From an optimization exercise on the open Yosys and OpenROAD flow, aimed at small area, a short achievable clock period and few clock cycles per item; shortcuts taken in it are not production practice. In this exercise RTL edits were held to simulation tests only and were not proved equivalent to the original.

Setup of run 1:
Design sha1_core, start of the top module:
module sha1_core (
	input  logic              clk,
	input  logic              reset,
	input  logic              start,
	input  sha1_pkg::block_t  block,
	output logic              busy,
	output logic              done,
	output sha1_pkg::digest_t hash
);
Size: roughly 5400 cells after synthesis, about 0.039 sq mm of cells after synthesis.
Settings: LEC_CHECK=0, ABC_AREA=1, CAP_MARGIN=20, CORE_MARGIN=2, CORE_UTILIZATION=40, SETUP_SLACK_MARGIN=4, SLEW_MARGIN=20, BUFFER_PORTS_ARGS=-buffer_cell sky130_fd_sc_hd__buf_1, RECOVER_POWER=100; clock period 8.5 ns.
standard.sh (not shown) runs the stock make flow with config.mk's settings and CLKGATE_MAP_FILE= SYNTH_SCRIPT=/design/flow/synth_recipe.tcl, a recipe that flattens the netlist after the stock synthesis.
==> flow/flow/run.sh <==
#!/bin/bash
# Standard layout, with plain buf_1 cells as the port buffers and power
# recovery (downsizing of gates off the critical paths) after global route.
set -e
cp config.mk config_mk.log
echo 'export BUFFER_PORTS_ARGS = -buffer_cell sky130_fd_sc_hd__buf_1' >> config.mk
echo 'export RECOVER_POWER = 100' >> config.mk
bash standard.sh > standard.log 2>&1
Although it ran to completion, run 1 produced a layout that fails the final checks because of max-capacitance violations, max-slew violations.
Testbench counts of run 1, summed over its fixed seeds: cycles 5,248, items 128.
[inputs] run 2 vs run 1
==> flow/flow/run.sh <==
#!/bin/bash
# Standard layout, with plain buf_1 cells as the port buffers.
set -e
cp standard.sh standard_sh.log
cp config.mk config_mk.log
echo 'export BUFFER_PORTS_ARGS = -buffer_cell sky130_fd_sc_hd__buf_1' >> config.mk
bash standard.sh > standard.log 2>&1
--- a/flow/config.mk
+++ b/flow/config.mk
@@ -14,2 +14 @@
 export BUFFER_PORTS_ARGS = -buffer_cell sky130_fd_sc_hd__buf_1
-export RECOVER_POWER = 100
--- outcome ---
- Minimum period implied by the final worst setup slack ends up lower on run 2.
- Endpoint of the most critical setup path: a[16]$_SDFF_PP1_ -> run 2, win[11][24]$_DFF_P_ -> run 1
- Re number of buffers created by CTS: no difference whatsoever between run 1 and run 2.
- Completing all stages was not enough for run 1: its layout failed the final checks because of max-capacitance violations, max-slew violations.
- Run 2: done, clean on timing, DRC and antenna
What run 3 does differently from run 2 at the input level:
--- a/flow/config.mk
+++ b/flow/config.mk
@@ -11,2 +11,4 @@
 export CORE_UTILIZATION = 40
+export CTS_CLUSTER_DIAMETER = 150
+export CTS_CLUSTER_SIZE = 22
 export SETUP_SLACK_MARGIN = 4
Notes after the runs:
NOTE: clock-pin transition on the worst setup and hold timing paths in run 3 exceeds that of run 2. The final reports for run 3 and run 2 show routed wire length lower in the former. Number of global-route vias before repair, run 2 and run 3: higher on run 2. Run 3 vs. run 2: synthesis-to-layout area growth dropped 4.5 points, core utilization saw a decrease.
Edits applied to the flow inputs when going from run 3 to run 4:
--- a/flow/config.mk
+++ b/flow/config.mk
@@ -10,5 +10,4 @@
 export CORE_MARGIN = 2
-export CORE_UTILIZATION = 40
-export CTS_CLUSTER_DIAMETER = 150
-export CTS_CLUSTER_SIZE = 22
+export CORE_UTILIZATION = 60
+export CTS_BUF_LIST = sky130_fd_sc_hd__clkbuf_8
 export SETUP_SLACK_MARGIN = 4
### Flow results
- The die area number comes out lower for run 4 vs run 3.
- There was hardly any difference in delay contributed by the slowest stage of the critical path between run 3 and run 4.
- Taking run 3 as 1.0, run 4 lands at 0.67 on well tap count.
- Summary of run 4 over run 3: share of the core filled with cells went up, number of stages on the worst hold path level.
- Post-layout instance count excluding filler cells, run 3 and run 4: larger value in run 3
- Run 4 vs run 3: global-route wire length before repair down
## Diff of input files: run 5 against run 4
--- a/flow/config.mk
+++ b/flow/config.mk
@@ -10,5 +10,4 @@
 export CORE_MARGIN = 2
-export CORE_UTILIZATION = 60
-export CTS_BUF_LIST = sky130_fd_sc_hd__clkbuf_8
-export SETUP_SLACK_MARGIN = 4
+export CORE_UTILIZATION = 40
+export SETUP_SLACK_MARGIN = 5
 export SLEW_MARGIN = 20
[summary]
On clock network area share, run 5 and run 4 are neck and neck.
Fmax for run 5: about 0.6% down relative to run 4
Measured against each other, run 5 and run 4 differ in wire length, the lower figure coming from run 4.
In the reports for run 5 and run 4, the smaller routing usage on met1 belongs to run 5.
From run 4 to run 5 the numbers moved as follows: placed instance area up about 3.2%, clock-buffer cell count down about 26%.


run G:
The RTL this note starts from:
==> flow/design.v <==
`default_nettype none
package sha1_pkg;
	localparam int word_bits    = 32;
	localparam int block_words  = 16;
	localparam int digest_words = 5;
	typedef logic [word_bits-1:0]              word_t;
	typedef logic [block_words*word_bits-1:0]  block_t;
	typedef logic [digest_words*word_bits-1:0] digest_t;
	typedef logic [1:0] group_t;
	localparam digest_t init_hash = {
		32'h67452301,
		32'hEFCDAB89,
		32'h98BADCFE,
		32'h10325476,
		32'hC3D2E1F0
	};
	localparam logic [4*word_bits-1:0] k_const = {
		32'hCA62C1D6,
		32'h8F1BBCDC,
		32'h6ED9EBA1,
		32'h5A827999
	};
	localparam int round_count = 80;
	localparam int group_len   = 20;
endpackage
`default_nettype wire
`default_nettype none
`timescale 1ns/10ps
module sha1_core (
	input  logic              clk,
	input  logic              reset,
	input  logic              start,
	input  sha1_pkg::block_t  block,
	output logic              busy,
	output logic              done,
	output sha1_pkg::digest_t hash
);
	localparam logic [31:0] iv_a = sha1_pkg::init_hash[159:128];
	localparam logic [31:0] iv_b = sha1_pkg::init_hash[127:96];
	localparam logic [31:0] iv_c = sha1_pkg::init_hash[95:64];
	localparam logic [31:0] iv_d = sha1_pkg::init_hash[63:32];
	localparam logic [31:0] iv_e = sha1_pkg::init_hash[31:0];
	localparam logic [31:0] k0   = sha1_pkg::k_const[31:0];
	localparam logic [31:0] z0   = ((iv_b & iv_c) | (~iv_b & iv_d)) + iv_e + k0;
	function automatic logic [31:0] rotl5(input logic [31:0] x);
		rotl5 = {x[26:0], x[31:27]};
	endfunction
	function automatic logic [31:0] rotl30(input logic [31:0] x);
		rotl30 = {x[1:0], x[31:2]};
	endfunction
	function automatic logic [31:0] rotl1(input logic [31:0] x);
		rotl1 = {x[30:0], x[31]};
	endfunction
	function automatic logic [31:0] kof(input logic [1:0] g);
		kof = sha1_pkg::k_const[g*32 +: 32];
	endfunction
	function automatic logic [1:0] gof(input logic [5:0] t);
		if (t < 6'd10)
			gof = 2'd0;
		else if (t < 6'd20)
			gof = 2'd1;
		else if (t < 6'd30)
			gof = 2'd2;
		else
			gof = 2'd3;
	endfunction
	function automatic logic [31:0] fof(input logic ch, input logic maj,
		input logic [31:0] x, input logic [31:0] y, input logic [31:0] z);
		if (ch)
			fof = (x & y) | (~x & z);
		else if (maj)
			fof = (x & y) | (x & z) | (y & z);
		else
			fof = x ^ y ^ z;
	endfunction
	logic           accept;
	logic           last;
	logic [5:0]     cnt;
	logic [1:0]     g_cur;       
	logic [1:0]     g_nxt;       
	logic           cur_ch, cur_maj, nxt_ch, nxt_maj;
	logic           fin;         
	logic [31:0]    a, b, c, d, e, p;
	logic [31:0]    win [16];
	logic [31:0]    x [18];
	logic [31:0]    a1, a2;
	logic [31:0]    z1s, z1c, t1, t2;
	logic [31:0]    s2, c2;
	logic [31:0]    f2, kn, wn, ps, pc, fx, fy, sx, cx, sy, cy, s4, c4, s3, c3, p_next;
	assign accept = start && !busy;
	assign last   = (cnt == 6'd39);
	always_comb
	begin
		for (int i = 0; i < 16; i++)
			x[i] = win[i];
		for (int j = 0; j < 2; j++)
			x[16 + j] = rotl1(x[13 + j] ^ x[8 + j] ^ x[2 + j] ^ x[j]);
	end
	assign a1 = rotl5(a) + p;
	always_comb
	begin
		t1  = fof(cur_ch, cur_maj, a, rotl30(b), c);
		t2  = fin ? (kof(2'd3) + iv_a) : kof(g_cur);
		s2  = t1 ^ t2 ^ d;
		c2  = {((t1 & t2) | (t1 & d) | (t2 & d)), 1'b0} ;
		z1s = s2 ^ c2 ^ x[1];
		z1c = {((s2 & c2) | (s2 & x[1]) | (c2 & x[1])), 1'b0};
	end
	always_comb
	begin
		s3 = rotl5(a1) ^ z1s ^ z1c;
		c3 = {((rotl5(a1) & z1s) | (rotl5(a1) & z1c) | (z1s & z1c)), 1'b0};
	end
	assign a2 = s3 + c3;
	always_comb
	begin
		kn = fin ? iv_e : kof(g_nxt);
		wn = fin ? 32'd0 : x[2];
		ps = c ^ kn ^ wn;
		pc = {((c & kn) | (c & wn) | (kn & wn)), 1'b0};
		fy = fof(nxt_ch, nxt_maj, 32'd0, rotl30(a), rotl30(b)) & {32{!fin}};
		fx = fof(nxt_ch, nxt_maj, 32'hFFFFFFFF, rotl30(a), rotl30(b)) & {32{!fin}};
		for (int i = 0; i < 32; i++)
			f2[i] = a1[i] ? fx[i] : fy[i];
		s4 = f2 ^ ps ^ pc;
		c4 = (f2 & ps) | (f2 & pc) | (ps & pc);
	end
	assign p_next = s4 + {c4[30:0], 1'b0};
	always_ff @(posedge clk)
	begin
		if (accept)
		begin
			for (int i = 0; i < 16; i++)
				win[i] <= block[(15 - i) * 32 +: 32];
			a       <= iv_a;
			b       <= iv_b;
			c       <= iv_c;
			d       <= iv_d;
			e       <= iv_e;
			p       <= block[511:480] + z0;
			cnt     <= 6'd0;
			g_cur   <= 2'd0;
			g_nxt   <= 2'd0;
			cur_ch  <= 1'b1;
			cur_maj <= 1'b0;
			nxt_ch  <= 1'b1;
			nxt_maj <= 1'b0;
			fin     <= 1'b0;
		end
		else
		begin
			for (int i = 0; i < 16; i++)
				win[i] <= x[i + 2];
			a       <= a2;
			b       <= a1;
			c       <= rotl30(a);
			d       <= rotl30(b);
			e       <= c;
			p       <= p_next;
			cnt     <= cnt + 6'd1;
			g_cur   <= g_nxt;
			g_nxt   <= gof(cnt + 6'd2);
			cur_ch  <= nxt_ch;
			cur_maj <= nxt_maj;
			nxt_ch  <= (gof(cnt + 6'd2) == 2'd0);
			nxt_maj <= (gof(cnt + 6'd2) == 2'd2);
			fin     <= (cnt == 6'd38);
		end
	end
	always_ff @(posedge clk)
	begin
		if (reset)
		begin
			busy <= 1'b0;
			done <= 1'b0;
		end
		else
		begin
			done <= busy && last;
			busy <= accept || (busy && !last);
		end
	end
	assign hash = {a, b + iv_b, c + iv_c, d + iv_d, p};
endmodule
`default_nettype wire
==> flow/config.mk <==
export PLATFORM = sky130hd
export DESIGN_NAME = sha1_core
export DESIGN_NICKNAME = sha1_core
export VERILOG_FILES = /design/flow/design.v
export SDC_FILE = /design/flow/constraint.sdc
export NUM_CORES = 4
export LEC_CHECK = 0
export ABC_AREA = 1
export CAP_MARGIN = 20
export CORE_MARGIN = 2
export CORE_UTILIZATION = 40
export SETUP_SLACK_MARGIN = 3
export SLEW_MARGIN = 20
export BUFFER_PORTS_ARGS = -buffer_cell sky130_fd_sc_hd__buf_1
==> flow/constraint.sdc <==
create_clock -name core_clock -period 8.5 [get_ports {clk}]
set_input_delay 1.7000 -clock core_clock [delete_from_list [all_inputs] [get_ports {clk}]]
set_output_delay 1.7000 -clock core_clock [all_outputs]
set_load 0.01 [all_outputs]
==> flow/flow/run.sh <==
#!/bin/bash
# Standard layout, with plain buf_1 cells as the port buffers.
set -e
cp standard.sh standard_sh.log
cp config.mk config_mk.log
echo 'export BUFFER_PORTS_ARGS = -buffer_cell sky130_fd_sc_hd__buf_1' >> config.mk
bash standard.sh > standard.log 2>&1
Run G finished all stages; the layout is clean.
Testbench counts of run G, summed over its fixed seeds: cycles 5,248, items 128.
Relative to run G, the following input files were edited for run M:
- SETUP_SLACK_MARGIN changed from 3 to 4
- CTS_BUF_LIST newly set to sky130_fd_sc_hd__clkbuf_4
--- outcome ---
Status: synthesized area parity (run M, run G)
Total non-filler cell area in the finished layout sits higher in run M than in run G.
Lower area used by multi-input combinational logic among run G and run M: run G

==> what the ideal ports hide <==
In the flow no input, the clock included, has a driving cell. The finished layouts below were timed again as built, in two steps.
Step 1 assumes that a clkbuf_16 drives the clock port and a buf_2 every other input.
Step 2 adds t to the input delays and takes it off the output delays; t is the mean of the earliest and latest rising clock arrival at the registers after step 1. Input paths then give back, and output paths get back, about the clock's delay inside the block.
Slacks: ideal ports / drivers / drivers and shift; pairs: ideal ports / drivers.
| run | t, ns | slack for setup (ns) | worst hold slack (ns) |
|---|---|---|---|
| run 1 | 0.710 | 2.337 / 2.385 / 1.675 | 0.398 / 0.398 / 0.398 |
| run 2 | 0.710 | 3.946 / 3.946 / 3.882 | 0.398 / 0.398 / 0.398 |
| run 3 | 0.683 | 3.978 / 3.978 / 3.978 | 0.404 / 0.404 / 0.404 |
| run 4 | 0.796 | 3.932 / 3.900 / 3.932 | 0.383 / 0.383 / 0.383 |
| run 5 | 0.742 | 3.904 / 3.895 / 3.904 | 0.409 / 0.409 / 0.409 |
| run G | 0.708 | 3.189 / 3.189 / 3.189 | 0.397 / 0.397 / 0.397 |
| run M | 1.161 | 3.724 / 3.658 / 3.835 | 0.378 / 0.378 / 0.378 |
For run 1, which loses most, drivers alone change the setup slack by +0.048 ns; drivers and shift together by -0.662 ns.
